Background: an optimization exercise with open tools, aiming at small area and a short achievable clock period. Do not read the settings as production practice. In this exercise RTL edits were held to simulation tests only and were not proved equivalent to the original. No activity file was given, so power comes from the tool's default toggle rates.

[flow/constraint.sdc]
create_clock -name core_clock -period 5.5 [get_ports {clk_133M}]
set_input_delay 1.1000 -clock core_clock [delete_from_list [all_inputs] [get_ports {clk_133M}]]
set_output_delay 1.1000 -clock core_clock [all_outputs]
set_load 0.01 [all_outputs]
[flow/flow/run.sh]
#!/bin/bash
set -euo pipefail
bash standard.sh \
	"BUFFER_PORTS_ARGS=-buffer_cell sky130_fd_sc_hd__buf_4" \
	SKIP_VT_SWAP=1 SKIP_CRIT_VT_SWAP=1 \
	finish > flow_make.log 2>&1
[flow/standard.sh]
#!/bin/bash
# synth_recipe.tcl (not shown) runs the flow's synth.tcl, then flattens the netlist and writes it again
# the make line also repeats each setting of config.mk as NAME=value (left out here)
make -C /OpenROAD-flow-scripts/flow DESIGN_CONFIG=/design/flow/config.mk WORK_HOME=/design/flow/orfs CLKGATE_MAP_FILE= SYNTH_SCRIPT=/design/flow/synth_recipe.tcl "${@:-finish}"
[flow/config.mk]
export PLATFORM = sky130hd
export DESIGN_NAME = frame_buffer_top
export DESIGN_NICKNAME = frame_buffer_top
export VERILOG_FILES = /design/flow/design.v
export SDC_FILE = /design/flow/constraint.sdc
export NUM_CORES = 4
export LEC_CHECK = 0
export ABC_CLOCK_PERIOD_IN_PS = 2500
export CAP_MARGIN = 20
export CORE_MARGIN = 2
export CORE_UTILIZATION = 45
export CTS_CLUSTER_DIAMETER = 100
export CTS_CLUSTER_SIZE = 30
export SETUP_SLACK_MARGIN = 3.0
export SLEW_MARGIN = 20
export TNS_END_PERCENT = 100
[flow/design.v]
`default_nettype none
package fb_pkg;
	localparam int PIX_W      = 16;   
	localparam int BURST_LEN  = 16;   
	localparam int FRAME_ROWS = 8;    
	localparam int FIFO_DEPTH = 64;   
	localparam int LVL_W      = 7;    
	localparam int ROW_W      = 3;    
	localparam int CNT_W      = $clog2(BURST_LEN + 1);   
	typedef logic [1:0] bank_t;   
	typedef enum logic {
		MEM_WRITE = 1'b0,
		MEM_READ  = 1'b1
	} mem_op_e;
	typedef enum logic [1:0] {
		S_IDLE    = 2'd0,   
		S_CMD     = 2'd1,   
		S_WR_DATA = 2'd2,   
		S_RD_DATA = 2'd3    
	} sched_state_e;
	typedef struct packed {
		logic       vsync;
		logic       href;
		logic [7:0] data;
	} cam_bus_t;
	typedef struct packed {
		mem_op_e          op;
		bank_t            bank;
		logic [ROW_W-1:0] row;
	} mem_cmd_t;
	typedef struct packed {
		bank_t cam_bank;   
		bank_t vga_bank;   
	} bank_sel_t;
endpackage
`default_nettype wire
`timescale 1ns/1ps
`default_nettype none
module cam_byte_pack (
	input  wire logic                     clk_133M,
	input  wire logic                     rst_133,
	input  wire fb_pkg::cam_bus_t         cam_i,
	input  wire logic                     cam_valid_i,
	output logic [fb_pkg::PIX_W-1:0]      pix_o,
	output logic                          pix_valid_o
);
	logic                 vsync_d;    
	logic                 vs_rise;
	logic                 take;       
	logic                 phase;      
	logic [fb_pkg::PIX_W/2-1:0]   hi_byte;
	logic [fb_pkg::PIX_W/2-1:0]   lo_byte;
	assign vs_rise = cam_i.vsync && !vsync_d;
	assign take    = cam_valid_i && cam_i.href;
	always_ff @(posedge clk_133M or negedge rst_133) begin
		if (!rst_133) begin
			vsync_d     <= 1'b0;
			phase       <= 1'b0;
			pix_valid_o <= 1'b0;
		end else begin
			vsync_d     <= cam_i.vsync;
			pix_valid_o <= take && phase && !vs_rise;   
			if (take) begin
				phase <= vs_rise ? 1'b1 : !phase;
			end else if (vs_rise) begin
				phase <= 1'b0;   
			end
		end
	end
	always_ff @(posedge clk_133M) begin
		if (take && (vs_rise || !phase)) begin
			hi_byte <= cam_i.data;   
		end
		if (take && phase && !vs_rise) begin
			lo_byte <= cam_i.data;
		end
	end
	assign pix_o = {hi_byte, lo_byte};
endmodule
`default_nettype wire
`timescale 1ns/1ps
`default_nettype none
module pixel_fifo #(
	parameter int DEPTH = fb_pkg::FIFO_DEPTH   
) (
	input  wire logic                     clk_133M,
	input  wire logic                     rst_133,
	input  wire logic                     clear_i,
	input  wire logic                     push_i,
	input  wire logic [fb_pkg::PIX_W-1:0] din_i,
	input  wire logic                     pop_i,
	output logic [fb_pkg::PIX_W-1:0]      dout_o,
	output logic                          nempty_o,      
	output logic                          ge_burst_o,    
	output logic                          room_burst_o   
);
	localparam int SLOTS = DEPTH - 1;
	logic [fb_pkg::PIX_W-1:0]   sr [SLOTS];
	logic [fb_pkg::PIX_W-1:0]   head;
	logic [fb_pkg::PIX_W-1:0]   sr_q;      
	logic [fb_pkg::PIX_W-1:0]   grp_q [8];
	logic                       nempty;
	logic                       sr_empty;  
	logic                       full;      
	logic                       ge_burst;
	logic                       room_burst;
	logic                       one;
	logic                       do_push;
	logic                       do_pop;
	logic                       to_head;   
	logic                       sr_we;
	logic                       sr_rd;     
	logic                       idx_inc;
	logic                       idx_dec;
	logic [7:0]                 idx_lo;    
	logic [7:0]                 idx_hi;    
	logic [7:0]                 lo_inc, hi_inc, lo_dec, hi_dec;
	assign one      = nempty && sr_empty;
	assign do_pop   = pop_i && nempty;
	assign do_push  = push_i && (!full || do_pop);
	assign to_head  = !nempty || (one && do_pop);
	assign sr_we    = do_push && !to_head;
	assign sr_rd    = do_pop && !one;
	assign idx_inc  = sr_we && !sr_rd;
	assign idx_dec  = sr_rd && !sr_we;
	assign lo_inc = {idx_lo[6:0], idx_lo[7]};
	assign hi_inc = idx_lo[7] ? {idx_hi[6:0], idx_hi[7]} : idx_hi;
	assign lo_dec = {idx_lo[0], idx_lo[7:1]};
	assign hi_dec = idx_lo[0] ? {idx_hi[0], idx_hi[7:1]} : idx_hi;
	function automatic logic f_sr_empty(input logic [7:0] hi, input logic [7:0] lo);
		f_sr_empty = hi[7] && lo[7];
	endfunction
	function automatic logic f_full(input logic [7:0] hi, input logic [7:0] lo);
		f_full = hi[7] && lo[6];
	endfunction
	function automatic logic f_ge_burst(input logic [7:0] hi, input logic [7:0] lo);
		f_ge_burst = !(hi[0] || (hi[1] && (|lo[5:0]))) && !(hi[7] && lo[7]);
	endfunction
	function automatic logic f_room_burst(input logic [7:0] hi, input logic [7:0] lo);
		f_room_burst = (|hi[4:0]) || (hi[5] && !lo[7]) || (hi[7] && lo[7]);
	endfunction
	assign ge_burst_o   = ge_burst;
	assign room_burst_o = room_burst;
	always_comb begin
		for (int a = 0; a < 8; a++) begin
			grp_q[a] = '0;
			for (int b = 0; b < 8; b++) begin
				if (a * 8 + b < SLOTS) begin
					grp_q[a] = grp_q[a] | ({fb_pkg::PIX_W{idx_lo[b]}} & sr[a * 8 + b]);
				end
			end
		end
		sr_q = '0;
		for (int a = 0; a < 8; a++) begin
			sr_q = sr_q | ({fb_pkg::PIX_W{idx_hi[a]}} & grp_q[a]);
		end
	end
	always_ff @(posedge clk_133M) begin
		if (sr_we) begin
			sr[0] <= din_i;
			for (int i = 1; i < SLOTS; i++) begin
				sr[i] <= sr[i-1];
			end
		end
	end
	always_ff @(posedge clk_133M or negedge rst_133) begin
		if (!rst_133) begin
			head <= '0;
		end else if (do_push && to_head) begin
			head <= din_i;
		end else if (sr_rd) begin
			head <= sr_q;
		end
	end
	always_ff @(posedge clk_133M or negedge rst_133) begin
		if (!rst_133) begin
			nempty     <= 1'b0;
			idx_lo     <= 8'h80;
			idx_hi     <= 8'h80;
			sr_empty   <= 1'b1;
			full       <= 1'b0;
			ge_burst   <= 1'b0;
			room_burst <= 1'b1;
		end else if (clear_i) begin
			nempty     <= 1'b0;   
			idx_lo     <= 8'h80;
			idx_hi     <= 8'h80;
			sr_empty   <= 1'b1;
			full       <= 1'b0;
			ge_burst   <= 1'b0;
			room_burst <= 1'b1;
		end else begin
			if (idx_inc) begin
				idx_lo     <= lo_inc;
				idx_hi     <= hi_inc;
				sr_empty   <= f_sr_empty(hi_inc, lo_inc);
				full       <= f_full(hi_inc, lo_inc);
				ge_burst   <= f_ge_burst(hi_inc, lo_inc);
				room_burst <= f_room_burst(hi_inc, lo_inc);
			end else if (idx_dec) begin
				idx_lo     <= lo_dec;
				idx_hi     <= hi_dec;
				sr_empty   <= f_sr_empty(hi_dec, lo_dec);
				full       <= f_full(hi_dec, lo_dec);
				ge_burst   <= f_ge_burst(hi_dec, lo_dec);
				room_burst <= f_room_burst(hi_dec, lo_dec);
			end
			if (do_push) begin
				nempty <= 1'b1;
			end else if (do_pop) begin
				nempty <= !one;
			end
		end
	end
	logic nempty_q;
	always_ff @(posedge clk_133M or negedge rst_133) begin
		if (!rst_133) begin
			nempty_q <= 1'b0;
		end else if (clear_i) begin
			nempty_q <= 1'b0;
		end else if (push_i && (!full || (pop_i && nempty_q))) begin
			nempty_q <= 1'b1;
		end else if (pop_i && nempty_q) begin
			nempty_q <= !(nempty_q && sr_empty);
		end
	end
	assign dout_o   = head;
	assign nempty_o = nempty_q;
endmodule
`default_nettype wire
`timescale 1ns/1ps
`default_nettype none
module bank_rotator (
	input  wire logic            clk_133M,
	input  wire logic            rst_133,
	input  wire logic            cam_frame_done_i,
	input  wire logic            vga_frame_start_i,
	output fb_pkg::bank_sel_t    banks_o,
	output fb_pkg::bank_sel_t    banks_nxt_o    
);
	fb_pkg::bank_t cam_bank;
	fb_pkg::bank_t vga_bank;
	fb_pkg::bank_t free_bank;   
	logic  fresh;       
	fb_pkg::bank_t cam_nxt;
	fb_pkg::bank_t vga_nxt;
	fb_pkg::bank_t free_nxt;
	logic  fresh_nxt;
	always_comb begin
		cam_nxt   = cam_bank;
		vga_nxt   = vga_bank;
		free_nxt  = free_bank;
		fresh_nxt = fresh;
		if (cam_frame_done_i && vga_frame_start_i) begin
			vga_nxt   = cam_bank;
			cam_nxt   = free_bank;
			free_nxt  = vga_bank;
			fresh_nxt = 1'b0;
		end else if (cam_frame_done_i) begin
			cam_nxt   = free_bank;   
			free_nxt  = cam_bank;    
			fresh_nxt = 1'b1;
		end else if (vga_frame_start_i && fresh) begin
			vga_nxt   = free_bank;   
			free_nxt  = vga_bank;
			fresh_nxt = 1'b0;
		end
	end
	always_ff @(posedge clk_133M or negedge rst_133) begin
		if (!rst_133) begin
			cam_bank  <= 2'd1;
			vga_bank  <= 2'd0;
			free_bank <= 2'd2;
			fresh     <= 1'b0;
		end else begin
			cam_bank  <= cam_nxt;
			vga_bank  <= vga_nxt;
			free_bank <= free_nxt;
			fresh     <= fresh_nxt;
		end
	end
	always_comb begin
		banks_o.cam_bank     = cam_bank;
		banks_o.vga_bank     = vga_bank;
		banks_nxt_o.cam_bank = cam_nxt;
		banks_nxt_o.vga_bank = vga_nxt;
	end
endmodule
`default_nettype wire
`timescale 1ns/1ps
`default_nettype none
module burst_scheduler (
	input  wire logic                     clk_133M,
	input  wire logic                     rst_133,
	input  wire logic                     wr_ge_burst_i,   
	output logic                          wr_pop_o,
	input  wire logic                     rd_room_burst_i,   
	output logic                          rd_push_o,
	output logic                          rd_clear_o,
	input  wire fb_pkg::bank_sel_t        banks_i,
	input  wire fb_pkg::bank_sel_t        banks_nxt_i,
	output fb_pkg::mem_cmd_t              cmd_o,
	output logic                          cmd_valid_o,
	input  wire logic                     cmd_ready_i,
	output logic                          wr_valid_o,
	input  wire logic                     wr_ready_i,
	input  wire logic                     rd_valid_i,
	input  wire logic                     frame_start_i,
	output logic                          cam_frame_done_o,
	output logic                          vga_frame_start_o
);
	logic                       st_cmd;          
	logic                       st_wr;           
	logic                       st_rd;           
	logic                       idle;
	fb_pkg::mem_op_e            cmd_op;          
	logic [1:0]                 cmd_bank;
	logic [fb_pkg::ROW_W-1:0]   cmd_row;
	logic [3:0]                 word_cnt;        
	logic [fb_pkg::ROW_W-1:0]   wr_row;
	logic [fb_pkg::ROW_W-1:0]   rd_row;
	logic               rd_frame_done;   
	logic               fs_pend;         
	logic               fs_req;
	logic               fs_serve;
	logic               rd_busy;
	logic               wr_go;
	logic               rd_go;
	logic               word_beat;
	logic               burst_last;
	logic                       cmd_valid_q;
	logic                       wr_valid_q;
	logic                       cmd_op_q;
	assign cmd_valid_o = cmd_valid_q;
	assign wr_valid_o  = wr_valid_q;
	assign wr_pop_o    = st_wr && wr_ready_i;
	assign rd_push_o   = st_rd && rd_valid_i;
	assign idle        = !(st_cmd || st_wr || st_rd);
	assign cmd_o.op   = fb_pkg::mem_op_e'(cmd_op_q);
	assign cmd_o.bank = cmd_bank;
	assign cmd_o.row  = cmd_row;
	assign rd_busy    = st_rd || (st_cmd && cmd_op == fb_pkg::MEM_READ);
	assign fs_req     = fs_pend || frame_start_i;
	assign fs_serve   = fs_req && !rd_busy;
	assign wr_go      = wr_ge_burst_i;
	assign rd_go      = rd_room_burst_i && !rd_frame_done && !fs_req;
	assign word_beat  = wr_pop_o || rd_push_o;
	assign burst_last = word_beat && (word_cnt == 4'(fb_pkg::BURST_LEN - 1));
	always_ff @(posedge clk_133M) begin
		if (idle) begin
			if (wr_go) begin
				cmd_bank <= banks_nxt_i.cam_bank;
				cmd_row  <= wr_row;
			end else begin
				cmd_bank <= banks_nxt_i.vga_bank;
				cmd_row  <= rd_row;
			end
		end
	end
	always_ff @(posedge clk_133M or negedge rst_133) begin
		if (!rst_133) begin
			cmd_valid_q <= 1'b0;
			wr_valid_q  <= 1'b0;
			cmd_op_q    <= 1'b0;
		end else begin
			if (cmd_valid_q) begin
				cmd_valid_q <= !cmd_ready_i;
			end else if (!(cmd_valid_q || st_wr || st_rd)) begin
				cmd_valid_q <= wr_go || rd_go;
			end
			if (wr_valid_q) begin
				wr_valid_q <= !(wr_ready_i && word_cnt == 4'(fb_pkg::BURST_LEN - 1));
			end else begin
				wr_valid_q <= st_cmd && cmd_ready_i && cmd_op == fb_pkg::MEM_WRITE;
			end
			if (idle && (wr_go || rd_go)) begin
				cmd_op_q <= !wr_go;
			end
		end
	end
	always_ff @(posedge clk_133M or negedge rst_133) begin
		if (!rst_133) begin
			st_cmd            <= 1'b0;
			st_wr             <= 1'b0;
			st_rd             <= 1'b0;
			cmd_op            <= fb_pkg::MEM_WRITE;
			word_cnt          <= '0;
			wr_row            <= '0;
			rd_row            <= '0;
			rd_frame_done     <= 1'b1;   
			fs_pend           <= 1'b0;
			cam_frame_done_o  <= 1'b0;
			vga_frame_start_o <= 1'b0;
		end else begin
			cam_frame_done_o  <= 1'b0;
			vga_frame_start_o <= fs_serve;
			fs_pend           <= fs_req && !fs_serve;
			if (fs_serve) begin
				rd_row        <= '0;
				rd_frame_done <= 1'b0;
			end
			if (word_beat) begin
				word_cnt <= word_cnt + 1'b1;   
			end
			if (idle) begin
				if (wr_go) begin   
					cmd_op <= fb_pkg::MEM_WRITE;
					st_cmd <= 1'b1;
				end else if (rd_go) begin
					cmd_op <= fb_pkg::MEM_READ;
					st_cmd <= 1'b1;
				end
			end
			if (st_cmd && cmd_ready_i) begin
				st_cmd <= 1'b0;
				st_wr  <= (cmd_op == fb_pkg::MEM_WRITE);
				st_rd  <= (cmd_op == fb_pkg::MEM_READ);
			end
			if (st_wr && burst_last) begin
				st_wr <= 1'b0;
				if (wr_row == fb_pkg::ROW_W'(fb_pkg::FRAME_ROWS - 1)) begin
					cam_frame_done_o <= 1'b1;   
				end
				wr_row <= wr_row + 1'b1;
			end
			if (st_rd && burst_last) begin
				st_rd <= 1'b0;
				if (rd_row == fb_pkg::ROW_W'(fb_pkg::FRAME_ROWS - 1)) begin
					rd_frame_done <= 1'b1;   
				end else begin
					rd_row <= rd_row + 1'b1;
				end
			end
		end
	end
	assign rd_clear_o = vga_frame_start_o;   
endmodule
`default_nettype wire
`timescale 1ns/1ps
`default_nettype none
module frame_buffer_top (
	input  wire logic                     clk_133M,
	input  wire logic                     rst_133,
	input  wire logic [9:0]               cam_i,         
	input  wire logic                     cam_valid_i,
	output logic [5:0]                     cmd_o,         
	output logic                          cmd_valid_o,
	input  wire logic                     cmd_ready_i,
	output logic [fb_pkg::PIX_W-1:0]      wr_data_o,
	output logic                          wr_valid_o,
	input  wire logic                     wr_ready_i,
	input  wire logic [fb_pkg::PIX_W-1:0] rd_data_i,
	input  wire logic                     rd_valid_i,
	input  wire logic                     frame_start_i,
	output logic [fb_pkg::PIX_W-1:0]      pix_o,
	output logic                          pix_valid_o,
	input  wire logic                     pix_ready_i
);
	logic [fb_pkg::PIX_W-1:0]   cam_pix;
	logic               cam_pix_valid;
	logic               wr_fifo_pop;
	logic               wr_ge_burst;
	logic               rd_push;
	logic               rd_clear;
	logic               rd_pop;
	logic               rd_nempty;
	logic               rd_room_burst;
	logic               cam_frame_done;
	logic               vga_frame_start;
	fb_pkg::bank_sel_t          banks;
	fb_pkg::bank_sel_t          banks_nxt;
	assign pix_valid_o = rd_nempty;
	assign rd_pop      = pix_ready_i;   
	cam_byte_pack cam_byte_pack_i (
		.clk_133M    (clk_133M),
		.rst_133     (rst_133),
		.cam_i       (cam_i),
		.cam_valid_i (cam_valid_i),
		.pix_o       (cam_pix),
		.pix_valid_o (cam_pix_valid)
	);
	pixel_fifo #(.DEPTH(fb_pkg::FIFO_DEPTH)) wr_fifo (
		.clk_133M (clk_133M),
		.rst_133  (rst_133),
		.clear_i  (1'b0),
		.push_i   (cam_pix_valid),
		.din_i    (cam_pix),
		.pop_i    (wr_fifo_pop),
		.dout_o   (wr_data_o),       
		.nempty_o     (),
		.ge_burst_o   (wr_ge_burst),
		.room_burst_o ()
	);
	pixel_fifo #(.DEPTH(fb_pkg::FIFO_DEPTH)) rd_fifo (
		.clk_133M (clk_133M),
		.rst_133  (rst_133),
		.clear_i  (rd_clear),
		.push_i   (rd_push),
		.din_i    (rd_data_i),
		.pop_i    (rd_pop),
		.dout_o   (pix_o),
		.nempty_o     (rd_nempty),
		.ge_burst_o   (),
		.room_burst_o (rd_room_burst)
	);
	burst_scheduler burst_scheduler_i (
		.clk_133M          (clk_133M),
		.rst_133           (rst_133),
		.wr_ge_burst_i     (wr_ge_burst),
		.wr_pop_o          (wr_fifo_pop),
		.rd_room_burst_i   (rd_room_burst),
		.rd_push_o         (rd_push),
		.rd_clear_o        (rd_clear),
		.banks_i           (banks),
		.banks_nxt_i       (banks_nxt),
		.cmd_o             (cmd_o),
		.cmd_valid_o       (cmd_valid_o),
		.cmd_ready_i       (cmd_ready_i),
		.wr_valid_o        (wr_valid_o),
		.wr_ready_i        (wr_ready_i),
		.rd_valid_i        (rd_valid_i),
		.frame_start_i     (frame_start_i),
		.cam_frame_done_o  (cam_frame_done),
		.vga_frame_start_o (vga_frame_start)
	);
	bank_rotator bank_rotator_i (
		.clk_133M          (clk_133M),
		.rst_133           (rst_133),
		.cam_frame_done_i  (cam_frame_done),
		.vga_frame_start_i (vga_frame_start),
		.banks_o           (banks),
		.banks_nxt_o       (banks_nxt)
	);
endmodule
`default_nettype wire
==> metrics.yaml, run 1 <==
timing:
  setup_tns_ns: 0
  rsz0062_at_grt: "true"
  setup_violations: 0
  period_minus_slack_ns: 2.509
  max_freq_mhz: 398.5
  slew_violations: 0
  worst-slew-pin-transition_ns: 1.077
  hold_viol_final: 0
  finalCritPeriodShare: 0.4562
  slew_headroom: 0.2823
  fin_skew_ns: 0.06345
clocking:
  insertion_delay_ns: 0.76
  clk_pin_slew_worst_paths_ns: 0.11
  cts_max_level: 3
  cts_buffer_depth: 3
  cts_root_buffer: "clkbuf_16"
  numCtsBuffers: 84
  holdBufCountCts: 0
  cts_tree: "yes"
  cts_num_sinks: 2140
logic_synthesis:
  synth_ff_type: "edfxtp_1"
  synth_common_cells: "edfxtp_1, a22oi_1, nand4_1"
  synth_cells: 4217
  syn_area_um2: 77720
  yosys_warnings: 6
  yosysSeqAreaShare: 0.8204
  synth.avg_cell_area_um2: 18.43
  yosys.area.top_type: "edfxtp_1"
  synth.most_common_cell: "edfxtp_1"
  yosys_register_bits: 2140
  ys_types: 52
  syn_nets: 4259
  synth_edf_count: 2037
  ys_top_cells_by_area: "edfxtp_1, a22oi_1, dfrtp_1, nand4_1, a41oi_1"
  synthArstFlopShare: 0.04813
  yosysTopAreaCellShare: 0.7871
hold_path:
  hold_path.class: "primary input to async pin"
worst_setup_path:
  crit_path_end_kind: "output pin"
  crit_arrival_ns: 1.41
  crit_type: "register to output pin"
  rr_startpoint: "rd_fifo.idx_lo[6]"
  cp_top_family: "flip-flops"
  cp_cell_sequence: "buf_6"
  cpPeakStageDelay_ns: 0.50
  cp_num_buf_inv: 1
  reg2regPathDepth: 6
  rrSetupSlack_ns: 3.08
  cp_slowest_cell: "dfrtp_2"
  crit_path_max_fanout: 2
  cp.required_ns: 4.40
  r2r-end: "rd_fifo.head[3]"
  worst_setup_path_start_kind: "register"
drt:
  drc: 0
  ant_nets: 0
  via_per_inst: 6.442
  wl_um: 187500
  routedWlPerCell_um: 28.47
  vias: 42419
  first_pass_iters: 6
  drt_iter0_drc: 6071
grt:
  grt_overflow: 0
  grt_max_degree: 189
  first_global_vias: 40414
  grt_pass1_wl_um: 269200
  track_usage: 0.2032
  antenna_found_initial: 3
placement:
  hpwl_um: 89580
  gp_congestion: 0.7615
  place.port_buffers: 74
floorplanning:
  fp.dieArea_um2: 176000
  coreArea_um2: 171500
  initial_utilization: 0.4530
  ios: 75
  rows: 152
  die-width_um: 419.6
  die_h_um: 419.6
pwr:
  powerDensity_nw_per_um2: 379.3
  power.leakage_nw: 23.76
  peakVddDrop_v: 0.0002326
  power_w: 0.03218
outcome:
  status: "timing/DRC/antenna clean"
final_layout:
  drive_gt1_frac: 0.09244
  nets: 4256
  postLayoutCoreUtil: 0.4947
  synthToLayoutAreaGrowth_pct: 9.186
flow_run:
  cap_violations: 0
cells in the final DEF, fill, tap and decap left out, drive strengths merged, types with 50 or more instances in the layout:
cell and n:
dfrtp 93, clkbuf 135, a22oi 970, o21ai 50
nand4 176, a21oi 72, edfxtp 2037, nor2 76
buf 202, a41oi 66
cells by family after synthesis:
kind of cell | after synthesis | share of synthesized area
flip-flops | 2140 | 0.8204
AO/OA/AOI/OAI | 1336 | 0.1289
AND/OR/NAND/NOR | 379 | 0.02647
buffers and inverters | 315 | 0.01776
multiplexers | 34 | 0.004572
adder cells (fa/ha/maj) | 8 | 0.001288
XOR/XNOR | 5 | 0.0005636
per-layer routing:
metal	wire length (um)	global-route usage
met5	13	0
met4	3398	0.04920
met3	17660	0.03545
met2	83070	0.2956
met1	83330	0.3180
worst max-delay path by stage:
| stage | from | endpoint | slack, ns | cells past startpoint |
|---|---|---|---|---|
| after floorplan | rd_fifo.sr_empty | rd_fifo.room_burst | -23.69 | 6 |
| after global placement | rd_valid_i | rd_fifo.idx_hi[6] | 1.62 | 8 |
| after detailed placement | rd_valid_i | rd_fifo.full | 1.53 | 7 |
| after CTS | wr_fifo.head[7] | wr_data_o[7] | 2.93 | 1 |
| after global routing | wr_fifo.head[7] | wr_data_o[7] | 2.95 | 1 |
| final | wr_fifo.head[7] | wr_data_o[7] | 2.99 | 1 |
metrics by stage:
step	hold slack (ns)	instance area, um2	worst slack [ns]	cells
2_1_floorplan	0.4260	77860	-23.69	4217
3_3_place_gp	0.4266	80760	1.623	6372
3_5_place_dp	0.4329	80760	1.529	6372
4_1_cts	0.3098	84400	2.931	6561
5_1_grt	0.3620	84850	2.952	6583
6_report	0.3376	84860	2.991	6585
report_power, final:
group          switching [W]  internal [W]
clock                0.00494       0.00301
sequential          0.000884        0.0194
combinational        0.00260       0.00136
total                0.00842        0.0238
repair_timing:
action                                  in CTS  in global routing
buffers inserted                            38                 18
gates cloned                                 6                  4
gates resized for setup                     76                 26
endpoints found under the setup margin    1947               1229
pin swaps                                    3                  6
flip-flops by register name, indices dropped and copies added, names as in the netlist, 2 cells and up:
signal	count
bank_rotator_i.cam_bank	2
bank_rotator_i.free_bank	2
bank_rotator_i.vga_bank	2
burst_scheduler_i.cmd_bank	2
burst_scheduler_i.cmd_row	3
burst_scheduler_i.rd_row	3
burst_scheduler_i.word_cnt	4
burst_scheduler_i.wr_row	3
cam_byte_pack_i.hi_byte	8
cam_byte_pack_i.lo_byte	8
rd_fifo.head	16
rd_fifo.idx_hi	8
rd_fifo.idx_lo	8
rd_fifo.sr	1008
wr_fifo.head	16
wr_fifo.idx_hi	8
wr_fifo.idx_lo	8
wr_fifo.sr	1008
final cells by class:
class	count	area [um2]
Multi-Input combinational cell	1762	12780
Sequential cell	2140	63830
Inverter	16	78.83
Clock inverter	14	270.3
Tap cell	2310	2890
Clock buffer	131	2288
Timing Repair Buffer	210	2711
Antenna cell	2	5.005
Fill cell	14107	86690
==> inputs of run 2 (changes only) <==
--- a/flow/config.mk
+++ b/flow/config.mk
@@ -12,5 +12,5 @@
 export CTS_CLUSTER_DIAMETER = 100
 export CTS_CLUSTER_SIZE = 30
-export SETUP_SLACK_MARGIN = 3.0
+export SETUP_SLACK_MARGIN = 3.2
 export SLEW_MARGIN = 20
 export TNS_END_PERCENT = 100
==> metrics.yaml, run 2 <==
outcome:
  status: "timing/DRC/antenna clean"
clocking:
  cts_root_buffer: "clkbuf_16"
  cts_num_sinks: 2140  # unchanged
  cts_tree: "yes"
  insertion_delay_ns: 0.76  # about the same
  cts_buffer_depth: 3  # unchanged
  clk_pin_slew_worst_paths_ns: 0.12  # about the same
  cts_max_level: 3  # unchanged
  numCtsBuffers: 84  # unchanged
  holdBufCountCts: 0  # unchanged
timing:
  slew_violations: 0  # unchanged
  period_minus_slack_ns: 2.509  # -0.0005300 ns
  hold_viol_final: 0  # unchanged
  slew_headroom: 0.2573  # -0.02498
  max_freq_mhz: 398.6  # about the same
  fin_skew_ns: 0.05996  # -0.003489 ns
  setup_violations: 0  # unchanged
  finalCritPeriodShare: 0.4561  # about the same
  worst-slew-pin-transition_ns: 1.114  # +0.03747 ns
  setup_tns_ns: 0  # unchanged
  rsz0062_at_grt: "true"
logic_synthesis:
  synthArstFlopShare: 0.04813  # unchanged
  yosys_register_bits: 2140  # unchanged
  synth.most_common_cell: "edfxtp_1"
  synth_cells: 4217  # unchanged
  synth_ff_type: "edfxtp_1"
  ys_top_cells_by_area: "edfxtp_1, a22oi_1, dfrtp_1, nand4_1, a41oi_1"
  ys_types: 52  # unchanged
  yosys.area.top_type: "edfxtp_1"
  synth.avg_cell_area_um2: 18.43  # unchanged
  synth_common_cells: "edfxtp_1, a22oi_1, nand4_1"
  yosysTopAreaCellShare: 0.7871  # unchanged
  yosys_warnings: 6  # unchanged
  synth_edf_count: 2037  # unchanged
  syn_nets: 4259  # unchanged
  yosysSeqAreaShare: 0.8204  # unchanged
  syn_area_um2: 77720  # unchanged
final_layout:
  largest_registers: "rd_fifo.sr (1008), wr_fifo.sr (1008)"
  nFillCells: 13963  # -1.0%
  drive_gt1_frac: 0.1192  # +0.02672
  layout_commonest_cell: "edfxtp_1"
  regArea_um2: 63830  # about the same
  nets: 4330  # +1.7%
  final_cell_mix: "edfxtp_1, a22oi_1, nand4_1, buf_4, clkbuf_16"
  synthToLayoutAreaGrowth_pct: 11.21
  multi_input_area_um2: 13170  # +3.1%
pwr:
  intPower_w: 0.02394  # +0.76%
  power.switching_w: 0.008541  # +1.4%
  pwr-share-clk: 0.245  # -0.002
  power.leakage_nw: 24.41  # +2.7%
  powerDensity_nw_per_um2: 375.8  # -0.91%
  peakVddDrop_v: 0.0002371  # +1.9%
  p_sw_frac: 0.2629  # +0.001265
  combPwrFrac: 0.132  # +0.009
  power_w: 0.03248  # +0.93%
  seqPwrFrac: 0.623  # -0.007
drt:
  routedWlPerCell_um: 29.21  # +2.6%
  drt_iter0_drc: 6364  # +4.8%
  vias: 43156  # +1.7%
  first_pass_iters: 7  # +1
  drc: 0  # unchanged
  wl_um: 194600  # +3.8%
  via_per_inst: 6.478  # +0.56%
  ant_nets: 0  # unchanged
floorplanning:
  die_h_um: 419.6  # unchanged
  rows: 152  # unchanged
  initial_utilization: 0.4530  # unchanged
  fp.dieArea_um2: 176000  # unchanged
  ios: 75  # unchanged
  die-width_um: 419.6  # unchanged
  coreArea_um2: 171500  # unchanged
placement:
  hpwl_um: 89580  # unchanged
  gp_congestion: 0.7615  # unchanged
  place.port_buffers: 74  # unchanged
grt:
  grt_pass1_wl_um: 278300  # +3.4%
  track_usage: 0.2124  # +0.009141
  antenna_found_initial: 3  # unchanged
  grt_overflow: 0  # unchanged
  first_global_vias: 40849  # +1.1%
  grt_max_degree: 189  # unchanged
worst_setup_path:
  r2r-end: "wr_fifo.head[5]"
  cp_top_family: "flip-flops"
  crit_arrival_ns: 1.41  # about the same
  crit_type: "register to output pin"
  crit_path_end_kind: "output pin"
  rr_startpoint: "wr_fifo.idx_lo[0]"
  cp.required_ns: 4.40  # about the same
  setup.worst_path.end: "wr_data_o[7]"
  reg2regPathDepth: 7  # +1
  crit_cells: 1  # unchanged
  crit_path_max_fanout: 2  # unchanged
  worst_setup_path_start_kind: "register"
  rrSetupSlack_ns: 3.14  # +0.06 ns
  cpPeakStageDelay_ns: 0.50  # about the same
  crit_start: "wr_fifo.head[7]"
  cp_slowest_cell: "dfrtp_2"
  cp_num_buf_inv: 1  # unchanged
  cp_cell_sequence: "buf_6"
hold_path:
  hold_path.class: "primary input to async pin"
flow_run:
  cap_violations: 0  # unchanged
==> run 2: cell counts after synthesis <==
No cell type changed its count.
==> run 2: worst min-delay path by stage <==
stage	endpoint	startpoint	slack, ns
floorplan	rd_fifo.sr[60][0]	rd_fifo.sr[59][0]	0.43
global placement	wr_fifo.sr[62][14]	wr_fifo.sr[61][14]	0.43
detailed placement	wr_fifo.sr[60][5]	wr_fifo.sr[59][5]	0.43
CTS	wr_fifo.head[6]	rst_133	0.31
global route	wr_fifo.head[6]	rst_133	0.36
finish	wr_fifo.head[14]	rst_133	0.34
==> run 2: what timing repair did <==
action,4_1_cts,5_1_grt
endpoints found under the setup margin,2107,1453
cloned,17,5
gates resized for setup,168,52
setup buffers,79,39
pin swaps,39,43
==> run 2: per-layer routing <==
layer  global-route usage  wire length [um]
met4              0.05262              4188
met1               0.3305             86580
met2               0.3058             84990
met5                    0                10
met3              0.04299             18850
==> run 2: cell type report <==
type	count	area share
antenna	5	0.0001448
clock buffer	131	0.02648
clock inverter	14	0.003127
inverter	16	0.0009121
multi-input combinational	1762	0.1524
sequential	2140	0.7386
tap	2310	0.03344
timing repair buffer	283	0.04484
timing repair inverter	1	0.00008686
==> run 2: power by group through the flow <==
stage / clock [W] / sequential, W / combinational, W
2_1_floorplan: 0 / 0.0213 / 0.00234
3_3_place_gp: 0 / 0.0207 / 0.00348
3_5_place_dp: 0 / 0.0207 / 0.00352
4_1_cts: 0.00819 / 0.0203 / 0.00412
5_1_grt: 0.00868 / 0.0203 / 0.00459
6_report: 0.00797 / 0.0202 / 0.00428
==> run 2: kinds of logic after synthesis <==
logic type      count (synthesis)  share of synthesized area
flops                        2140                     0.8204
compound gates               1336                     0.1289
simple gates                  379                    0.02647
buf+inv                       315                    0.01776
mux                            34                   0.004572
fa+ha+maj                       8                   0.001288
xor+xnor                        5                  0.0005636
==> run 2: per-stage QoR <==
| step | instances | setup WS (ns) | hold slack [ns] | instance area [um2] | util |
|---|---|---|---|---|---|
| global placement | 6372 | 1.623 | 0.4266 | 80760 | 0.4708 |
| CTS | 6613 | 2.931 | 0.3098 | 85690 | 0.4995 |
| finish | 6662 | 2.991 | 0.3391 | 86430 | 0.5038 |
| floorplan | 4217 | -23.69 | 0.4260 | 77860 | - |
| global route | 6658 | 2.952 | 0.3597 | 86420 | 0.5038 |
| detailed placement | 6372 | 1.529 | 0.4329 | 80760 | 0.4708 |
==> run 2: worst register-to-register path: stages, from the launching register on <==
cell and delay, ns:
dfrtp_4 0.54, buf_12 0.16, buf_16 0.16, a222oi_1 0.46, a31oi_2 0.20, a2111oi_4 0.31, nand4_1 0.21, a22o_1 0.23
==> inputs of run 3 (changes only) <==
--- a/flow/design.v
+++ b/flow/design.v
@@ -164,8 +164,6 @@
 		end
 	end
-	always_ff @(posedge clk_133M or negedge rst_133) begin
-		if (!rst_133) begin
-			head <= '0;
-		end else if (do_push && to_head) begin
+	always_ff @(posedge clk_133M) begin
+		if (do_push && to_head) begin
 			head <= din_i;
 		end else if (sr_rd) begin
--- a/flow/config.mk
+++ b/flow/config.mk
@@ -12,5 +12,5 @@
 export CTS_CLUSTER_DIAMETER = 100
 export CTS_CLUSTER_SIZE = 30
-export SETUP_SLACK_MARGIN = 3.2
+export SETUP_SLACK_MARGIN = 3.0
 export SLEW_MARGIN = 20
 export TNS_END_PERCENT = 100
==> metrics.yaml, run 3 <==
outcome:
  status: "timing/DRC/antenna clean"
drt:
  drt_iter0_drc: 5727  # -10%
  ant_nets: 0  # unchanged
  routedWlPerCell_um: 28.11  # -3.8%
  via_per_inst: 6.416  # -0.95%
  drc: 0  # unchanged
  wl_um: 183500  # -5.7%
  vias: 41892  # -2.9%
  first_pass_iters: 6  # -1
worst_setup_path:
  cp.required_ns: 4.40  # about the same
  crit_type: "register to output pin"
  crit_arrival_ns: 1.48  # +0.07 ns
  cp_top_family: "flip-flops"
  cp_num_buf_inv: 1  # unchanged
  cpPeakStageDelay_ns: 0.55  # +0.05 ns
  cp_cell_sequence: "buf_6"
  cp_slowest_cell: "edfxtp_1"
  crit_path_max_fanout: 1  # -1
  crit_path_end_kind: "output pin"
  worst_setup_path_start_kind: "register"
timing:
  holdWs_ns: 0.3058  # -0.03330 ns
  slew_violations: 0  # unchanged
  setup_tns_ns: 0  # unchanged
  fin_skew_ns: 0.03927  # -0.02069 ns
  max_freq_mhz: 387.2  # -2.9%
  worst-slew-pin-transition_ns: 1.184  # +0.06981 ns
  setup_violations: 0  # unchanged
  rsz0062_at_grt: "true"
  hold_viol_final: 0  # unchanged
  finalCritPeriodShare: 0.4695  # +0.01340
  period_minus_slack_ns: 2.582  # +0.07369 ns
  slew_headroom: 0.2108  # -0.04654
grt:
  grt_overflow: 0  # unchanged
  grt_max_degree: 187  # -1.1%
  first_global_vias: 40386  # -1.1%
  grt_pass1_wl_um: 268900  # -3.4%
  track_usage: 0.2019  # -0.01048
  antenna_found_initial: 2  # -1
logic_synthesis:
  yosys_warnings: 6  # unchanged
  synth.avg_cell_area_um2: 18.63  # +1.1%
  yosysSeqAreaShare: 0.8201  # about the same
  syn_area_um2: 77940  # +0.28%
  synth_cells: 4183  # -0.81%
  ys_types: 48  # -7.7%
  yosys_register_bits: 2140  # unchanged
  synth.most_common_cell: "edfxtp_1"
  yosysTopAreaCellShare: 0.7972  # +0.01011
  synthArstFlopShare: 0.03318  # -0.01495
  yosys.area.top_type: "edfxtp_1"
  syn_nets: 4225  # -0.80%
  ys_top_cells_by_area: "edfxtp_1, a22oi_1, dfrtp_1, nand4_1, a22o_1"
  synth_ff_type: "edfxtp_1"
  synth_common_cells: "edfxtp_1, a22oi_1, nand4_1"
  synth_edf_count: 2069  # +1.6%
final_layout:
  nFillCells: 14012  # +0.35%
  largest_registers: "rd_fifo.sr (1008), wr_fifo.sr (1008)"
  postLayoutCoreUtil: 0.4915  # -0.01228
  multi_input_area_um2: 12610  # -4.3%
  synthToLayoutAreaGrowth_pct: 8.432
  nets: 4231  # -2.3%
  layout_commonest_cell: "edfxtp_1"
  fin_cells: 6529  # -2.0%
  regArea_um2: 63990  # +0.25%
  final_cell_mix: "edfxtp_1, a22oi_1, nand4_1, buf_4, clkbuf_16"
  drive_gt1_frac: 0.09554  # -0.02362
clocking:
  cts_buffer_depth: 3  # unchanged
  insertion_delay_ns: 0.75  # about the same
  cts_max_level: 3  # unchanged
  numCtsBuffers: 82  # -2.4%
  cts_num_sinks: 2140  # unchanged
  holdBufCountCts: 0  # unchanged
  cts_root_buffer: "clkbuf_16"
  cts_tree: "yes"
  clk_pin_slew_worst_paths_ns: 0.12  # about the same
pwr:
  power.leakage_nw: 24.17  # -0.97%
  powerDensity_nw_per_um2: 376.4  # +0.16%
  power_w: 0.03181  # -2.1%
  peakVddDrop_v: 0.0002595  # +9.4%
placement:
  place.port_buffers: 74  # unchanged
  hpwl_um: 88130  # -1.6%
  dp_cells: 6345  # -0.42%
  gp_congestion: 0.7497  # -1.5%
flow_run:
  cap_violations: 0  # unchanged
floorplanning:
  die-width_um: 420.2  # +0.14%
  coreArea_um2: 171900  # +0.22%
  rows: 152  # unchanged
  ios: 75  # unchanged
  die_h_um: 420.2  # +0.14%
  fp.dieArea_um2: 176500  # +0.28%
  initial_utilization: 0.4533  # about the same
hold_path:
  hold_path.class: "primary input to async pin"
## run 3: kinds of logic after synthesis
logic type / Yosys count / synth area share
flops: 2140 / 0.8201
compound gates: 1254 / 0.1230
simple gates: 432 / 0.03018
buf+inv: 309 / 0.02020
mux: 34 / 0.004559
fa+ha+maj: 8 / 0.001284
xor+xnor: 6 / 0.0006743
## run 3: through the flow
stage	setup WS, ns	instance area, um2
2_1_floorplan	-22.16	78120
3_3_place_gp	1.772	80830
3_5_place_dp	1.779	80830
4_1_cts	2.865	84210
5_1_grt	2.906	84510
6_report	2.918	84510
## run 3: area by class of cell
cell class / count / share of cell area
clock inverters: 8 / 0.001510
clock buffers: 105 / 0.02542
diodes: 1 / 0.00002961
repair inverters: 1 / 0.00005922
multi-input cells: 1734 / 0.1492
well taps: 2310 / 0.03420
repair buffers: 219 / 0.03182
flip-flops and latches: 2140 / 0.7572
inverters: 11 / 0.0005330
## run 3: final timing paths
| kind | slack, ns | startpoint | depth (start not counted) | endpoint |
|---|---|---|---|---|
| setup / recovery | 2.92 | rd_fifo.head[0] | 1 | pix_o[0] |
| hold / removal | 0.31 | rst_133 | 1 | burst_scheduler_i.word_cnt[0] |
| setup reg to reg | 3.03 | burst_scheduler_i.st_rd | 4 | rd_fifo.sr[58][4] |
| hold reg to reg | 0.43 | wr_fifo.sr[54][3] | 0 | wr_fifo.sr[55][3] |
| max in group asynchronous | 4.23 | rst_133 | 2 | rd_fifo.idx_lo[0] |
| min in group core_clock | 0.43 | wr_fifo.sr[54][3] | 0 | wr_fifo.sr[55][3] |
## run 3: repair_timing
action,CTS,global route
endpoints found under the hold margin,0,0
endpoints found under the setup margin,1728,700
cloned,9,0
buffers inserted,34,27
gates resized for setup,66,14
pin swaps,0,2
## run 3: power by group
part | switching [W] | internal [W] | leakage (nW)
sequential | 0.000841 | 0.0194 | 18.2
combinational | 0.00256 | 0.00137 | 4.85
clock | 0.00477 | 0.00283 | 1.10
total | 0.00817 | 0.0236 | 24.2
## run 3: metal layers
| metal | GRT usage | vias up | part of all wire | wire length (um) |
|---|---|---|---|---|
| li1 | - | 17596 | - | - |
| met1 | 0.3178 | 22251 | 0.45 | 83230 |
| met2 | 0.3046 | 1875 | 0.45 | 83420 |
| met3 | 0.02264 | 170 | 0.076 | 13900 |
| met4 | 0.04149 | 0 | 0.016 | 2975 |
| met5 | 0 | - | 0 | 0 |
==> inputs of run 4 (changes only) <==
--- a/flow/design.v
+++ b/flow/design.v
@@ -164,6 +164,8 @@
 		end
 	end
-	always_ff @(posedge clk_133M) begin
-		if (do_push && to_head) begin
+	always_ff @(posedge clk_133M or negedge rst_133) begin
+		if (!rst_133) begin
+			head <= '0;
+		end else if (do_push && to_head) begin
 			head <= din_i;
 		end else if (sr_rd) begin
@@ -345,6 +347,9 @@
 	assign word_beat  = wr_pop_o || rd_push_o;
 	assign burst_last = word_beat && (word_cnt == 4'(fb_pkg::BURST_LEN - 1));
-	always_ff @(posedge clk_133M) begin
-		if (idle) begin
+	always_ff @(posedge clk_133M or negedge rst_133) begin
+		if (!rst_133) begin
+			cmd_bank <= '0;
+			cmd_row  <= '0;
+		end else if (idle) begin
 			if (wr_go) begin
 				cmd_bank <= banks_nxt_i.cam_bank;
==> metrics.yaml, run 4 <==
outcome:
  status: "timing/DRC/antenna clean"
logic_synthesis:
  yosysSeqAreaShare: 0.8202  # about the same
  synth_edf_count: 2032  # -1.8%
  ys_top_cells_by_area: "edfxtp_1, a22oi_1, dfrtp_1, nand4_1, a41oi_1"
  yosys.area.top_type: "edfxtp_1"
  synth.most_common_cell: "edfxtp_1"
  synthArstFlopShare: 0.05047  # +0.01729
  yosys_register_bits: 2140  # unchanged
  syn_nets: 4268  # +1.0%
  synth_common_cells: "edfxtp_1, a22oi_1, nand4_1"
  synth_ff_type: "edfxtp_1"
  syn_area_um2: 77700  # -0.30%
  yosys_warnings: 6  # unchanged
  yosysTopAreaCellShare: 0.7853  # -0.01191
  synth.avg_cell_area_um2: 18.39  # -1.3%
  synth_cells: 4226  # +1.0%
  ys_types: 50  # +4.2%
drt:
  drc: 0  # unchanged
  vias: 42434  # +1.3%
  via_per_inst: 6.423  # about the same
  wl_um: 187500  # +2.2%
  first_pass_iters: 6  # unchanged
  routedWlPerCell_um: 28.38  # +0.97%
  drt_iter0_drc: 6363  # +11%
  ant_nets: 0  # unchanged
clocking:
  clk_pin_slew_worst_paths_ns: 0.12  # about the same
  cts_buffer_depth: 3  # unchanged
  cts_tree: "yes"
  insertion_delay_ns: 0.76  # about the same
  cts_root_buffer: "clkbuf_16"
  cts_max_level: 3  # unchanged
  numCtsBuffers: 84  # +2.4%
  cts_num_sinks: 2140  # unchanged
timing:
  worst-slew-pin-transition_ns: 1.038  # -0.1455 ns
  setup_tns_ns: 0  # unchanged
  max_freq_mhz: 397.0  # +2.5%
  hold_viol_final: 0  # unchanged
  holdWs_ns: 0.3794  # +0.07365 ns
  fin_skew_ns: 0.05570  # +0.01643 ns
  period_minus_slack_ns: 2.519  # -0.06344 ns
  slew_headroom: 0.3064  # +0.09557
  rsz0062_at_grt: "true"
  slew_violations: 0  # unchanged
  finalCritPeriodShare: 0.4580  # -0.01153
  setup_violations: 0  # unchanged
final_layout:
  postLayoutCoreUtil: 0.4962  # +0.004627
  nets: 4274  # +1.0%
  nFillCells: 14100  # +0.63%
  final_cell_mix: "edfxtp_1, a22oi_1, nand4_1, buf_4, clkbuf_16"
  synthToLayoutAreaGrowth_pct: 9.537
  drive_gt1_frac: 0.09451  # -0.001036
  largest_registers: "rd_fifo.sr (1008), wr_fifo.sr (1008)"
  layout_commonest_cell: "edfxtp_1"
worst_setup_path:
  cp_num_buf_inv: 1  # unchanged
  crit_arrival_ns: 1.42  # -0.06 ns
  crit_path_max_fanout: 2  # +1
  r2r-end: "rd_fifo.sr[40][15]"
  cp_slowest_cell: "dfrtp_2"
  crit_path_end_kind: "output pin"
  cp.required_ns: 4.40  # about the same
  worst_setup_path_start_kind: "register"
  cp_top_family: "flip-flops"
  crit_start: "rd_fifo.head[10]"
  rrSetupSlack_ns: 3.02  # about the same
  cpPeakStageDelay_ns: 0.50  # -0.05 ns
  cp_cell_sequence: "buf_6"
  crit_type: "register to output pin"
  rr_startpoint: "burst_scheduler_i.st_rd"
  reg2regPathDepth: 5  # +1
grt:
  grt_max_degree: 151  # -19%
  track_usage: 0.2060  # +0.004138
  grt_pass1_wl_um: 274700  # +2.2%
  grt_overflow: 0  # unchanged
  antenna_found_initial: 2  # unchanged
  first_global_vias: 41138  # +1.9%
flow_run:
  cap_violations: 0  # unchanged
hold_path:
  hold_path.class: "primary input to async pin"
pwr:
  powerDensity_nw_per_um2: 382.1  # +1.5%
  peakVddDrop_v: 0.0003052  # +18%
  power.leakage_nw: 23.90  # -1.1%
floorplanning:
  ios: 75  # unchanged
  rows: 152  # unchanged
  die-width_um: 419.5  # -0.15%
  fp.dieArea_um2: 176000  # -0.29%
  initial_utilization: 0.4530  # about the same
  die_h_um: 419.5  # -0.15%
  coreArea_um2: 171500  # -0.22%
placement:
  place.port_buffers: 74  # unchanged
  hpwl_um: 88210  # about the same
  gp_congestion: 0.7606  # +1.5%
## run 4: worst max path at each step
stage                         end  cells past startpoint
2_1_floorplan   rd_fifo.idx_hi[0]                      6
3_3_place_gp    rd_fifo.idx_lo[0]                      7
3_5_place_dp    rd_fifo.idx_lo[0]                      6
4_1_cts                 pix_o[10]                      1
5_1_grt        rd_fifo.sr[40][15]                      5
6_report                pix_o[10]                      1
## run 4: metrics by stage
step | power, W | setup WS, ns | std cells | cell area [um2]
floorplan | 0.02378 | -23.60 | 4226 | 77860
global placement | 0.02460 | 1.487 | 6381 | 80850
detailed placement | 0.02465 | 1.410 | 6381 | 80860
CTS | 0.03269 | 2.934 | 6595 | 84770
global route | 0.03373 | 2.944 | 6606 | 85110
finish | 0.03253 | 2.981 | 6607 | 85110
## run 4: repair_timing
action                                  4_1_cts  5_1_grt
buffers inserted                             55        6
pin swaps                                     9       12
cloned                                        9        5
endpoints found under the setup margin     1946      568
hold buffers                                  0        0
gates resized for setup                      60       31
## run 4: logic make-up after synthesis
kind of cell	after synthesis	share of synthesized area
AND/OR/NAND/NOR	383	0.02649
flip-flops	2140	0.8202
multiplexers	34	0.004509
adder cells (fa/ha/maj)	8	0.001288
buffers and inverters	317	0.01766
XOR/XNOR	5	0.0005637
AO/OA/AOI/OAI	1339	0.1293
## run 4: layer usage
layer / part of all wire / global-route usage / up-vias
met5: 0.00014 / 0 / -
met4: 0.021 / 0.04871 / 4
met3: 0.085 / 0.03034 / 225
met2: 0.45 / 0.3089 / 2022
met1: 0.45 / 0.3183 / 22386
li1: - / - / 17797
## run 4: power breakdown
part,internal (W),total (W),switching (W)
logic,0.00145,0.00422,0.00277
registers,0.0194,0.0203,0.000951
clock network,0.00303,0.00797,0.00493
total,0.0239,0.0325,0.00865
## run 4: area by class of cell
type                            count  area [um2]  share of cell area
Sequential cell                  2140       63810              0.7497
Multi-Input combinational cell   1769       12910              0.1517
Tap cell                         2310        2890             0.03396
Timing Repair Buffer              219        2859             0.03359
Clock buffer                      137        2322             0.02728
Clock inverter                     13       235.2            0.002764
Inverter                           18       83.83           0.0009849
Antenna cell                        1       2.502          0.00002940
## run 4: worst register-to-register path, cell delays in order, from the launching register on
cell and delay, ns:
dfrtp_1 0.52, nand2_2 0.24, a211oi_4 0.32, buf_4 0.25
buf_4 0.23, buf_12 0.46
==> inputs of run 5 (changes only) <==
--- a/flow/design.v
+++ b/flow/design.v
@@ -164,12 +164,16 @@
 		end
 	end
-	always_ff @(posedge clk_133M or negedge rst_133) begin
-		if (!rst_133) begin
-			head <= '0;
-		end else if (do_push && to_head) begin
-			head <= din_i;
-		end else if (sr_rd) begin
-			head <= sr_q;
-		end
+	logic                       head_ld_din;
+	logic                       head_ld_sr;
+	logic                       head_hold;
+	logic [fb_pkg::PIX_W-1:0]   head_n;
+	assign head_ld_din = do_push && to_head;
+	assign head_ld_sr  = sr_rd;
+	assign head_hold   = !(head_ld_din || head_ld_sr);
+	assign head_n      = ({fb_pkg::PIX_W{head_hold}} & head)
+	                   | ({fb_pkg::PIX_W{head_ld_din}} & din_i)
+	                   | ({fb_pkg::PIX_W{head_ld_sr}} & sr_q);
+	always_ff @(posedge clk_133M) begin
+		head <= head_n;
 	end
 	always_ff @(posedge clk_133M or negedge rst_133) begin
==> metrics.yaml, run 5 <==
drt:
  via_per_inst: 6.472  # +0.77%
  first_pass_iters: 6  # unchanged
  ant_nets: 0  # unchanged
  routedWlPerCell_um: 28.51  # +0.44%
  drt_iter0_drc: 6110  # -4.0%
  vias: 42030  # -0.95%
  wl_um: 185100  # -1.3%
  drc: 0  # unchanged
grt:
  grt_pass1_wl_um: 269800  # -1.8%
  grt_overflow: 0  # unchanged
  track_usage: 0.2041  # -0.001942
  grt_max_degree: 190  # +26%
  first_global_vias: 40482  # -1.6%
  antenna_found_initial: 7  # +5
logic_synthesis:
  ys_types: 56  # +12%
  ys_top_cells_by_area: "edfxtp_1, a22oi_1, dfrtp_1, nand4_1, a41oi_1"
  yosysTopAreaCellShare: 0.7889  # +0.003582
  synth_fa_ha_area_frac: 0.001294  # +0.000005876
  synth_cells: 4172  # -1.3%
  yosysSeqAreaShare: 0.8219  # +0.001671
  synth_compound_area_frac: 0.1311  # +0.001868
  syn_area_um2: 77350  # -0.45%
  synth.most_common_cell: "edfxtp_1"
  synthArstFlopShare: 0.03551  # -0.01495
  syn_nets: 4214  # -1.3%
  synth_simple_gate_area_frac: 0.02300  # -0.003486
  synth.mux.area_fraction: 0.004335  # -0.0001735
  synth_edf_count: 2032  # unchanged
  yosys_register_bits: 2140  # unchanged
  synth_top_family_by_area: "compound AO/OA/AOI/OAI gates"
  synthXorXnorAreaFrac: 0.0005662  # +0.000002571
  synth_common_cells: "edfxtp_1, a22oi_1, clkbuf_1"
  synth.avg_cell_area_um2: 18.54  # +0.83%
  synth_ff_type: "edfxtp_1"
  yosys.area.top_type: "edfxtp_1"
  yosys_warnings: 6  # unchanged
worst_setup_path:
  r2r-end: "wr_fifo.head[13]"
  setup.worst_path.end: "wr_fifo.head[13]"
  worst_setup_path_start_kind: "register"
  rr_startpoint: "wr_fifo.idx_lo[3]"
  crit_start: "wr_fifo.idx_lo[3]"
  crit_cells: 7  # +6
  cp_top_family: "compound AO/OA/AOI/OAI gates"
  crit_type: "register to register"
  rrSetupSlack_ns: 3.02  # about the same
  cp_slowest_cell: "dfrtp_4"
  cpPeakStageDelay_ns: 0.62  # +0.12 ns
  crit_arrival_ns: 3.13  # +1.71 ns
  cp_num_buf_inv: 2  # +1
  cp_cell_sequence: "buf_12, buf_8, a222oi_1, nand3_1, a22oi_1, nand4_1, a221o_1"
  crit_path_max_fanout: 32  # +30
  reg2regPathDepth: 7  # +2
  cp.required_ns: 6.16  # +1.76 ns
  crit_path_end_kind: "register"
timing:
  setup_tns_ns: 0  # unchanged
  fin_skew_ns: 0.04297  # -0.01273 ns
  period_minus_slack_ns: 2.479  # -0.03983 ns
  max_freq_mhz: 403.4  # +1.6%
  slew_headroom: 0.2396  # -0.06673
  setup_violations: 0  # unchanged
  slew_violations: 0  # unchanged
  finalCritPeriodShare: 0.4508  # -0.007242
  fin_ws_ns: 3.021  # +0.03983 ns
  hold_viol_final: 0  # unchanged
  rsz0062_at_grt: "true"
  worst-slew-pin-transition_ns: 1.141  # +0.1022 ns
hold_path:
  hold_path.class: "primary input to async pin"
final_layout:
  synthToLayoutAreaGrowth_pct: 9.466  # about the same
  drive_gt1_frac: 0.1035  # +0.009039
  postLayoutCoreUtil: 0.4947  # -0.001477
  nets: 4245  # -0.68%
  final_cell_mix: "edfxtp_1, a22oi_1, buf_4, nand4_1, a41oi_1"
  layout_commonest_cell: "edfxtp_1"
  nFillCells: 13873  # -1.6%
  largest_registers: "rd_fifo.sr (1008), wr_fifo.sr (1008)"
placement:
  gp_congestion: 0.7496  # -1.4%
  hpwl_um: 87040  # -1.3%
  dp_slack_ns: 1.449  # +0.03932 ns
  place.port_buffers: 74  # unchanged
outcome:
  status: "timing/DRC/antenna clean"
floorplanning:
  initial_utilization: 0.4519  # -0.001055
  die_h_um: 418.6  # -0.23%
  rows: 152  # unchanged
  ios: 75  # unchanged
  coreArea_um2: 171200  # -0.22%
  fp.dieArea_um2: 175200  # -0.45%
  die-width_um: 418.6  # -0.23%
pwr:
  power.leakage_nw: 24.14  # +1.0%
  powerDensity_nw_per_um2: 414.0  # +8.3%
  p_sw_frac: 0.2951  # +0.02901
  combPwrFrac: 0.208  # +0.078
  pwr-share-clk: 0.220  # -0.025
  peakVddDrop_v: 0.0003288  # +7.7%
  seqPwrFrac: 0.571  # -0.054
  power.switching_w: 0.01034  # +20%
  intPower_w: 0.02471  # +3.5%
flow_run:
  cap_violations: 0  # unchanged
clocking:
  cts_tree: "yes"
  cts_buffer_depth: 3  # unchanged
  insertion_delay_ns: 0.76  # about the same
  numCtsBuffers: 81  # -3.6%
  clk_pin_slew_worst_paths_ns: 0.12  # about the same
  cts_root_buffer: "clkbuf_16"
  holdBufCountCts: 0  # unchanged
  cts_max_level: 3  # unchanged
  cts_num_sinks: 2140  # unchanged
-- run 5: cell types whose count changed after synthesis, sizes merged, moves of 17 or more --
cell	before	now
buf	151	120
a41oi	65	97
o21ai	46	24
a221o	0	32
clkbuf	148	172
nor2	79	50
dfxtp	0	32
nand4	177	147
dfrtp	98	66
a22oi	968	1011
a221oi	19	2
a22o	39	5
-- run 5: worst min path at each step --
| stage | end | cells after the start |
|---|---|---|
| 5_1_grt | cam_byte_pack_i.pix_valid_o | 1 |
| 4_1_cts | cam_byte_pack_i.pix_valid_o | 1 |
| 2_1_floorplan | wr_fifo.sr[0][0] | 0 |
| 3_3_place_gp | wr_fifo.sr[6][1] | 0 |
| 6_report | cam_byte_pack_i.pix_valid_o | 1 |
| 3_5_place_dp | wr_fifo.sr[0][11] | 0 |
-- run 5: cell type report --
class	instances	area, um2	area share
repair inverters	1	5.005	0.00005911
flip-flops and latches	2140	63650	0.7517
multi-input cells	1721	12760	0.1508
clock buffers	132	2261	0.02670
inverters	19	81.33	0.0009605
repair buffers	239	2997	0.03539
well taps	2233	2794	0.03300
clock inverters	7	116.4	0.001374
diodes	2	5.005	0.00005911
-- run 5: per-stage QoR --
step	total power, W	hold WS (ns)	cell area, um2	std cells
2_1_floorplan	0.02511	0.4180	77500	4172
3_3_place_gp	0.02659	0.4281	80260	6250
3_5_place_dp	0.02666	0.4311	80270	6251
4_1_cts	0.03513	0.3222	84320	6477
5_1_grt	0.03639	0.3535	84670	6493
6_report	0.03506	0.3372	84670	6494
-- run 5: metal layers --
| metal | track usage | share of wire | vias to the layer above |
|---|---|---|---|
| met3 | 0.03187 | 0.083 | 192 |
| li1 | - | - | 17692 |
| met2 | 0.3067 | 0.46 | 1902 |
| met5 | 0 | 0.00023 | - |
| met1 | 0.3149 | 0.44 | 22236 |
| met4 | 0.04455 | 0.017 | 8 |
-- run 5: timing repair --
action                                  in CTS  in global routing
pin swaps                                   13                 28
gates resized for setup                     74                 38
endpoints found under the setup margin    1852               1407
setup buffers                               73                 14
gates cloned                                14                  1
-- run 5: cells by family after synthesis --
family | after synthesis
AO/OA/AOI/OAI | 1353
XOR/XNOR | 5
adder cells (fa/ha/maj) | 8
buffers and inverters | 311
flip-flops | 2140
multiplexers | 32
AND/OR/NAND/NOR | 323
-- run 5: power by group through the flow --
stage,sequential (W),clock [W],combinational [W]
after detailed placement,0.0209,0,0.00578
after floorplan,0.0209,0,0.00418
after CTS,0.0200,0.00795,0.00714
final,0.0200,0.00772,0.00731
after global placement,0.0209,0,0.00573
after global routing,0.0201,0.00842,0.00784
==> inputs of run 6 (changes only) <==
--- a/flow/config.mk
+++ b/flow/config.mk
@@ -9,5 +9,5 @@
 export CAP_MARGIN = 20
 export CORE_MARGIN = 2
-export CORE_UTILIZATION = 45
+export CORE_UTILIZATION = 50
 export CTS_CLUSTER_DIAMETER = 100
 export CTS_CLUSTER_SIZE = 30
==> metrics.yaml, run 6 <==
floorplanning:
  rows: 144  # -5.3%
  die_h_um: 397.3  # -5.1%
  coreArea_um2: 153900  # -10%
  die-width_um: 397.3  # -5.1%
  fp.dieArea_um2: 157900  # -9.9%
  initial_utilization: 0.5027  # +0.05080
  ios: 75  # unchanged
timing:
  fin_skew_ns: 0.03974  # -0.003231 ns
  max_freq_mhz: 392.4  # -2.7%
  worst-slew-pin-transition_ns: 1.110  # -0.03041 ns
  slew_headroom: 0.2599  # +0.02028
  rsz0062_at_grt: "true"
  setup_tns_ns: 0  # unchanged
  hold_viol_final: 0  # unchanged
  holdWs_ns: 0.4126  # +0.07539 ns
  fin_ws_ns: 2.952  # -0.06914 ns
  setup_violations: 0  # unchanged
  slew_violations: 0  # unchanged
  period_minus_slack_ns: 2.548  # +0.06914 ns
  finalCritPeriodShare: 0.4633  # +0.01257
drt:
  first_pass_iters: 6  # unchanged
  vias: 42327  # +0.71%
  wl_um: 186900  # +0.97%
  drc: 0  # unchanged
  routedWlPerCell_um: 29.56  # +3.7%
  drt_iter0_drc: 6050  # -0.98%
  ant_nets: 0  # unchanged
  via_per_inst: 6.693  # +3.4%
pwr:
  peakVddDrop_v: 0.0002945  # -10%
  p_sw_frac: 0.2966  # +0.001484
  powerDensity_nw_per_um2: 415.6  # +0.37%
  pwr-share-clk: 0.220  # about the same
  seqPwrFrac: 0.568  # -0.003
  power.switching_w: 0.01046  # +1.1%
  power.leakage_nw: 24.35  # +0.87%
  intPower_w: 0.02482  # +0.43%
  combPwrFrac: 0.212  # +0.004
final_layout:
  design_area_um2: 84900  # +0.27%
  drive_gt1_frac: 0.1080  # +0.004424
  nets: 4264  # +0.45%
  nFillCells: 11846  # -15%
  largest_registers: "rd_fifo.sr (1008), wr_fifo.sr (1008)"
  multi_input_area_um2: 12790  # +0.18%
  final_cell_mix: "edfxtp_1, a22oi_1, buf_4, nand4_1, a41oi_1"
  regArea_um2: 63650  # about the same
  synthToLayoutAreaGrowth_pct: 9.757
  layout_commonest_cell: "edfxtp_1"
grt:
  met2_usage: 0.3329  # +0.02620
  top_usage_layer: "met1"
  track_usage: 0.2268  # +0.02270
  grt_pass1_wl_um: 270400  # +0.22%
  gr-usage-met1: 0.3636  # +0.04865
  grt_max_degree: 213  # +12%
  antenna_found_initial: 0  # -7
  gr-usage-met3: 0.03129  # -0.0005839
  first_global_vias: 40109  # -0.92%
  grt_overflow: 0  # unchanged
worst_setup_path:
  crit_type: "register to register"
  cp.required_ns: 6.13  # -0.03 ns
  cp_slowest_cell: "dfrtp_4"
  cpPeakStageDelay_ns: 0.62  # about the same
  rrSetupSlack_ns: 2.95  # -0.07 ns
  crit_arrival_ns: 3.18  # +0.05 ns
  cp_cell_sequence: "buf_12, buf_4, a222oi_1, nand3_1, a22oi_2, nand4_1, a221o_1"
  worst_setup_path_start_kind: "register"
  crit_path_end_kind: "register"
  crit_path_max_fanout: 8  # -75%
logic_synthesis:
  synth_ff_type: "edfxtp_1"
  synthArstFlopShare: 0.03551  # unchanged
  synth.most_common_cell: "edfxtp_1"
  synth_common_cells: "edfxtp_1, a22oi_1, clkbuf_1"
  synth.avg_cell_area_um2: 18.54  # unchanged
  syn_nets: 4214  # unchanged
  yosys_warnings: 6  # unchanged
  yosys_register_bits: 2140  # unchanged
  yosysTopAreaCellShare: 0.7889  # unchanged
  ys_top_cells_by_area: "edfxtp_1, a22oi_1, dfrtp_1, nand4_1, a41oi_1"
  yosysSeqAreaShare: 0.8219  # unchanged
  ys_types: 56  # unchanged
  synth_edf_count: 2032  # unchanged
  syn_area_um2: 77350  # unchanged
  yosys.area.top_type: "edfxtp_1"
  synth_cells: 4172  # unchanged
clocking:
  numCtsBuffers: 82  # +1.2%
  cts_tree: "yes"
  cts_max_level: 3  # unchanged
  cts_buffer_depth: 3  # unchanged
  clk_pin_slew_worst_paths_ns: 0.12  # about the same
  insertion_delay_ns: 0.75  # about the same
  cts_root_buffer: "clkbuf_16"
  cts_num_sinks: 2140  # unchanged
  holdBufCountCts: 0  # unchanged
outcome:
  status: "timing/DRC/antenna clean"
placement:
  dp_slack_ns: 1.724  # +0.2747 ns
  hpwl_um: 88830  # +2.1%
  place.port_buffers: 74  # unchanged
  dpl_cell_area_um2: 80170  # -0.12%
  gp_congestion: 0.7598  # +1.4%
flow_run:
  cap_violations: 0  # unchanged
hold_path:
  hold_path.class: "primary input to async pin"
run 6: stage by stage:
step | cells | total power [W] | util
2_1_floorplan | 4172 | 0.02511 | -
3_3_place_gp | 6072 | 0.02661 | 0.5210
3_5_place_dp | 6073 | 0.02667 | 0.5210
4_1_cts | 6284 | 0.03522 | 0.5468
5_1_grt | 6323 | 0.03661 | 0.5517
6_report | 6324 | 0.03528 | 0.5518
run 6: what timing repair did:
| item | CTS | global route |
|---|---|---|
| setup endpoints to repair | 1823 | 1337 |
| pin swaps | 20 | 51 |
| buffers inserted | 57 | 31 |
| gates resized for setup | 69 | 49 |
| gates cloned | 13 | 8 |
run 6: path summary, 6_finish.rpt:
path	from	to	cells after the start
setup / recovery	wr_fifo.idx_lo[2]	wr_fifo.head[1]	7
hold / removal	rst_133	burst_scheduler_i.fs_pend	1
setup reg to reg	wr_fifo.idx_lo[2]	wr_fifo.head[1]	7
hold reg to reg	wr_fifo.sr[45][6]	wr_fifo.sr[46][6]	0
max in group asynchronous	rst_133	rd_fifo.idx_lo[2]	1
min in group core_clock	wr_fifo.sr[45][6]	wr_fifo.sr[46][6]	0
run 6: layout make-up:
cell class / instances / area share
sequential: 2140 / 0.7497
multi-input combinational: 1721 / 0.1506
timing repair buffer: 258 / 0.04029
clock buffer: 128 / 0.02645
tap: 2044 / 0.03012
inverter: 19 / 0.0008843
clock inverter: 13 / 0.001872
antenna: 1 / 0.00002948
run 6: cells by family after synthesis:
| family | count (synthesis) | synth area share |
|---|---|---|
| buffers and inverters | 311 | 0.01778 |
| multiplexers | 32 | 0.004335 |
| adder cells (fa/ha/maj) | 8 | 0.001294 |
| XOR/XNOR | 5 | 0.0005663 |
| flip-flops | 2140 | 0.8219 |
| AO/OA/AOI/OAI | 1353 | 0.1311 |
| AND/OR/NAND/NOR | 323 | 0.02300 |
run 6: routing by layer:
| metal | wire, um | vias to the layer above |
|---|---|---|
| li1 | - | 17751 |
| met1 | 84320 | 22424 |
| met2 | 83880 | 1976 |
| met3 | 15770 | 176 |
| met4 | 2945 | 0 |
| met5 | 0 | - |
run 6: worst max-delay path: cells and delay by family (launching register included):
family	cells	cell delay, ns
simple gates	2	0.47
buf+inv	2	0.38
compound gates	3	0.93
flops	1	0.62
run 6: power groups by stage:
stage / sequential (W) / clock (W) / combinational, W
after global placement: 0.0208 / 0 / 0.00577
after CTS: 0.0200 / 0.00797 / 0.00723
final: 0.0200 / 0.00777 / 0.00747
after global routing: 0.0201 / 0.00846 / 0.00800
after floorplan: 0.0209 / 0 / 0.00418
after detailed placement: 0.0208 / 0 / 0.00583

==> separate check: timing with driven ports <==
The flow's constraints put no driver on any port. The routed layouts listed below were extracted and timed again, unchanged, in two steps. Step 1 sets driving cells, clkbuf_16 on the clock port and buf_2 on the other inputs (assumed; they add their load-dependent delay and slew). Step 2, shift: input delay + t, output delay - t, t = (earliest + latest rising clock arrival at the registers) / 2. This alone moves slack from input paths to output paths. a / b / c = no drivers / after step 1 / after step 2; a / b = the first two.
run	t (ns)	setup WS [ns]	worst register clock-pin slew, ns
run 1	0.814	2.991 / 2.916 / 2.311	0.12 / 0.12
run 2	0.814	2.991 / 2.917 / 2.570	0.12 / 0.12
run 3	0.814	2.918 / 2.835 / 2.238	0.12 / 0.12
run 4	0.815	2.981 / 2.899 / 2.340	0.12 / 0.12
run 5	0.817	3.021 / 2.966 / 2.217	0.12 / 0.12
run 6	0.794	2.952 / 2.952 / 2.188	0.12 / 0.12
After both steps every run listed still meets setup and hold. For run 5, which loses most, drivers alone change the setup slack by -0.055 ns; drivers and shift together by -0.804 ns.
